Source: an optimization exercise on an open RTL-to-GDS flow (aim: small area, a short achievable clock period and few clock cycles per item). Production flows keep margins and buffers that such runs may drop.
Only simulation tests tie the RTL to the original design; equivalence was not proved.

// broken_down_time_to_epoch
module broken_down_time_to_epoch (
  input  logic               clk_i,
  input  logic               rst_ni,
  input  logic               start,
  output logic               busy,
  input  logic signed [10:0] second_in_i,
  input  logic signed [10:0] minute_in_i,
  input  logic signed [10:0] hour_in_i,
  input  logic signed [10:0] day_in_i,
  input  logic signed [7:0]  month_in_i,
  input  logic        [7:0]  year_in_i,
  output logic               done_o,
  output logic        [5:0]  second_out_o,
  output logic        [5:0]  minute_out_o,
  output logic        [4:0]  hour_out_o,
  output logic        [4:0]  day_out_o,
  output logic        [3:0]  month_out_o,
  output logic signed [9:0]  year_out_o,
  output logic        [8:0]  day_of_year_o,
  output logic signed [33:0] epoch_seconds_o
);
  logic accept;
  bdte_ctrl u_ctrl (
    .clk_i    (clk_i),
    .rst_ni   (rst_ni),
    .start    (start),
    .accept_o (accept),
    .busy     (busy),
    .done_o   (done_o)
  );
  bdte_datapath u_datapath (
    .clk_i           (clk_i),
    .load_i          (accept),
  ...
Size: ~140 I/O pins, roughly 13,000 µm² of cells after synthesis.
export LEC_CHECK = 0
export CAP_MARGIN = 20
export CORE_MARGIN = 2
export CORE_UTILIZATION = 60
export SLEW_MARGIN = 20
create_clock -name core_clock -period 9.0 [get_ports {clk_i}]
standard.sh (not shown) runs the stock make flow with config.mk's settings and CLKGATE_MAP_FILE= SYNTH_SCRIPT=/design/flow/synth_recipe.tcl, a recipe that flattens the netlist after the stock synthesis.
==> flow/flow/run.sh <==
#!/bin/bash
# The standard layout, with the port buffers made from sky130_fd_sc_hd__buf_2
# cells instead of the default delay buffers. make's output goes to
# flow_make.log in the work folder; each ORFS step keeps its own log under
# orfs/logs.
set -euo pipefail
export BUFFER_PORTS_ARGS="-buffer_cell sky130_fd_sc_hd__buf_2"
bash standard.sh > flow_make.log 2>&1
Testbench counts at the start, summed over its fixed seeds: cycles 9,600, items 4,800.
Change:
==> flow/run.sh (new file) <==
#!/bin/bash
# synth_recipe.tcl (not shown) runs the flow's synth.tcl, then flattens the netlist and writes it again
# the make line also repeats each setting of config.mk as NAME=value (left out here)
make -C /OpenROAD-flow-scripts/flow DESIGN_CONFIG=/design/flow/config.mk WORK_HOME=/design/flow/orfs CLKGATE_MAP_FILE= SYNTH_SCRIPT=/design/flow/synth_recipe.tcl finish
Settings changed: CORE_UTILIZATION 60 to 40, SETUP_SLACK_MARGIN set to 2.5.
removed: flow/flow/run.sh
removed: flow/standard.sh
=>
- setup slack is better by 0.77 ns
- global-route usage came out lower by 6.0 points

* * *

## run A
broken_down_time_to_epoch again, from the RTL that the note above started with.
==> flow/design.v (excerpt) <==
module broken_down_time_to_epoch (
  input  logic               clk_i,
  input  logic               rst_ni,
  input  logic               start,
  output logic               busy,
  input  logic signed [10:0] second_in_i,
  input  logic signed [10:0] minute_in_i,
  input  logic signed [10:0] hour_in_i,
  input  logic signed [10:0] day_in_i,
  input  logic signed [7:0]  month_in_i,
  input  logic        [7:0]  year_in_i,
  output logic               done_o,
  output logic        [5:0]  second_out_o,
  output logic        [5:0]  minute_out_o,
  output logic        [4:0]  hour_out_o,
  output logic        [4:0]  day_out_o,
  output logic        [3:0]  month_out_o,
  output logic signed [9:0]  year_out_o,
  output logic        [8:0]  day_of_year_o,
  output logic signed [33:0] epoch_seconds_o
);
Settings: LEC_CHECK=0, CAP_MARGIN=20, CORE_MARGIN=2, CORE_UTILIZATION=75, SLEW_MARGIN=20; clock period 9.0 ns.
==> flow/flow/run.sh <==
#!/bin/bash
# The standard layout, with the port buffers made from sky130_fd_sc_hd__buf_2
# cells instead of the default delay buffers. make's output goes to
# flow_make.log in the work folder; each ORFS step keeps its own log under
# orfs/logs.
set -euo pipefail
export BUFFER_PORTS_ARGS="-buffer_cell sky130_fd_sc_hd__buf_2"
bash standard.sh > flow_make.log 2>&1
Testbench counts of run A, summed over its fixed seeds: cycles 9,600, items 4,800.
Here is what was changed in the inputs of run B compared with run A.
Settings: a change of CORE_UTILIZATION from 75 to 40.
Notes after the runs:
Relative to run A, post-route fraction of the period consumed by the critical path has gone down in run B. Taking run A as the reference, in run B number of diodes added for antenna fixing dropped 2, non-clock buffer count went down by 1.7%, arrival time at the worst endpoint went down 0.02 ns. From run A to run B the numbers moved as follows: routed length on met3 dropped 1100 µm, via count dropped 6.8%, post-route standard cell area excluding fillers climbed 1.3%. Run B finished every step from synthesis to the final layout, and the layout passed the timing, design-rule and antenna checks. Run B vs run A, cell type of the slowest stage on the worst timing path: edfxtp_1 vs fa_1. Max mean number of vias per cell across run A and run B: run A. [compare] base=run A new=run B: post-route clock skew has decreased.
What run C does differently from run B at the input level:
==> flow/run.sh (new file) <==
#!/bin/bash
# synth_recipe.tcl (not shown) runs the flow's synth.tcl, then flattens the netlist and writes it again
# the make line also repeats each setting of config.mk as NAME=value (left out here)
make -C /OpenROAD-flow-scripts/flow DESIGN_CONFIG=/design/flow/config.mk WORK_HOME=/design/flow/orfs CLKGATE_MAP_FILE= SYNTH_SCRIPT=/design/flow/synth_recipe.tcl finish
removed: flow/flow/run.sh
removed: flow/standard.sh
Notes after the runs:
Cmp run C vs run B: number of clock-tree buffers in the layout higher in run C. | post-route clock period utilization | lower: run B |. Summary: post-layout instance area, run C worse than run B. Comparing run B and run C, the lower minimum setup slack in the final design was measured on run C. When the final numbers for run B and run C were put side by side, the cell area reported after detailed placement turned out to be smaller in run B.
Input-level comparison between run D and run C:
Settings: swapping 20 for 0 in CAP_MARGIN; swapping 20 for 0 in SLEW_MARGIN.
==> flow/flow/run.sh (new file) <==
#!/bin/bash
# The standard layout, with the port buffers made from sky130_fd_sc_hd__buf_2
# cells instead of the default delay buffers. make's output goes to
# flow_make.log in the work folder; each ORFS step keeps its own log under
# orfs/logs.
set -euo pipefail
export BUFFER_PORTS_ARGS="-buffer_cell sky130_fd_sc_hd__buf_2"
bash standard.sh > flow_make.log 2>&1
==> flow/standard.sh (new file) <==
#!/bin/bash
# synth_recipe.tcl (not shown) runs the flow's synth.tcl, then flattens the netlist and writes it again
# the make line also repeats each setting of config.mk as NAME=value (left out here)
make -C /OpenROAD-flow-scripts/flow DESIGN_CONFIG=/design/flow/config.mk WORK_HOME=/design/flow/orfs CLKGATE_MAP_FILE= SYNTH_SCRIPT=/design/flow/synth_recipe.tcl "${@:-finish}"
removed: flow/run.sh
==> comparison <==
Having completed the whole flow, run D delivered a layout that passed the timing, design-rule and antenna checks. Sort run D and run C by ratio of final minimum period to clock period, descending, and run C comes first. For run D, the launch point of the critical path was u_datapath.du_q[3], unlike run C, where it was u_datapath.du_q[2]. Re post-route non-filler standard cell count: run D is about 0.4% down on run C. NOTE: data arrival at the endpoint of the critical path in run D falls short of that of run C. Run C has higher wire length than run D.

* * *

broken_down_time_to_epoch again, from the RTL that the note above started with.
## broken_down_time_to_epoch
module broken_down_time_to_epoch (
  input  logic               clk_i,
  input  logic               rst_ni,
  input  logic               start,
  output logic               busy,
  input  logic signed [10:0] second_in_i,
  input  logic signed [10:0] minute_in_i,
  input  logic signed [10:0] hour_in_i,
  input  logic signed [10:0] day_in_i,
  input  logic signed [7:0]  month_in_i,
  input  logic        [7:0]  year_in_i,
  output logic               done_o,
  output logic        [5:0]  second_out_o,
  output logic        [5:0]  minute_out_o,
  output logic        [4:0]  hour_out_o,
  output logic        [4:0]  day_out_o,
  output logic        [3:0]  month_out_o,
  output logic signed [9:0]  year_out_o,
  output logic        [8:0]  day_of_year_o,
  output logic signed [33:0] epoch_seconds_o
);
  logic accept;
  bdte_ctrl u_ctrl (
    .clk_i    (clk_i),
    .rst_ni   (rst_ni),
    .start    (start),
    .accept_o (accept),
    .busy     (busy),
    .done_o   (done_o)
  );
  bdte_datapath u_datapath (
    .clk_i           (clk_i),
    .load_i          (accept),
    .second_in_i     (second_in_i),
    .minute_in_i     (minute_in_i),
    .hour_in_i       (hour_in_i),
    .day_in_i        (day_in_i),
    .month_in_i      (month_in_i),
    .year_in_i       (year_in_i),
    .second_out_o    (second_out_o),
    .minute_out_o    (minute_out_o),
    .hour_out_o      (hour_out_o),
    .day_out_o       (day_out_o),
    .month_out_o     (month_out_o),
    .year_out_o      (year_out_o),
    .day_of_year_o   (day_of_year_o),
    .epoch_seconds_o (epoch_seconds_o)
  );
endmodule
Settings: LEC_CHECK=0, CAP_MARGIN=20, CORE_MARGIN=2, CORE_UTILIZATION=40, SLEW_MARGIN=20; clock period 9.0 ns.
==> flow/flow/run.sh <==
#!/bin/bash
# The standard layout, with the port buffers made from sky130_fd_sc_hd__buf_1
# cells instead of the default delay buffers. make's output goes to
# flow_make.log in the work folder; each ORFS step keeps its own log under
# orfs/logs.
set -euo pipefail
export BUFFER_PORTS_ARGS="-buffer_cell sky130_fd_sc_hd__buf_1"
bash standard.sh > flow_make.log 2>&1
Testbench counts at the start, summed over its fixed seeds: cycles 9,600, items 4,800.
Edit:
==> flow/run.sh (new file) <==
#!/bin/bash
# synth_recipe.tcl (not shown) runs the flow's synth.tcl, then flattens the netlist and writes it again
# the make line also repeats each setting of config.mk as NAME=value (left out here)
make -C /OpenROAD-flow-scripts/flow DESIGN_CONFIG=/design/flow/config.mk WORK_HOME=/design/flow/orfs CLKGATE_MAP_FILE= SYNTH_SCRIPT=/design/flow/synth_recipe.tcl finish
- SETUP_SLACK_MARGIN: unset -> 1.5
removed: flow/flow/run.sh
removed: flow/standard.sh
=>
- non-clock buffer count came out higher by 70
- sequential share of layout area came out lower by 0.94 points
- final cell count came out higher by about 3%

==> what the ideal ports hide <==
The results above use ideal ports. As a check the final layouts listed here were re-extracted and re-timed, cells and wires unchanged. Step 1 sets driving cells, clkbuf_16 on the clock port and buf_2 on the other inputs (assumed; they add their load-dependent delay and slew). Step 2, shift: input delay + t, output delay - t, t = (earliest + latest rising clock arrival at the registers) / 2. This alone moves slack from input paths to output paths. Slacks: ideal / step 1 / step 2; pairs: ideal / step 1.
| run | t (ns) | setup WS [ns] | clock arrival spread, ns | slew at the worst register clock pin (ns) |
|---|---|---|---|---|
| the first run of note 1 | 0.320 | 0.247 / 0.209 / 0.529 | 0.006 / 0.006 | 0.06 / 0.06 |
| the second run of note 1 | 0.315 | 1.019 / 0.983 / 1.298 | 0.004 / 0.004 | 0.06 / 0.06 |
| run A | 0.318 | 0.508 / 0.475 / 0.497 | 0.013 / 0.013 | 0.07 / 0.07 |
| run B | 0.312 | 0.527 / 0.491 / 0.804 | 0.006 / 0.007 | 0.06 / 0.06 |
| run C | 0.310 | 0.447 / 0.410 / 0.332 | 0.005 / 0.006 | 0.06 / 0.06 |
| run D | 0.312 | 0.527 / 0.491 / 0.804 | 0.006 / 0.007 | 0.06 / 0.06 |
| the first run of note 3 | 0.315 | 0.433 / 0.396 / 0.675 | 0.007 / 0.008 | 0.06 / 0.06 |
| the second run of note 3 | 0.310 | 1.059 / 1.023 / 1.333 | 0.003 / 0.003 | 0.06 / 0.06 |
After both steps every run listed still meets setup and hold. The setup slack of run C, which loses most, moves by -0.037 ns with the drivers and by -0.115 ns with both steps.
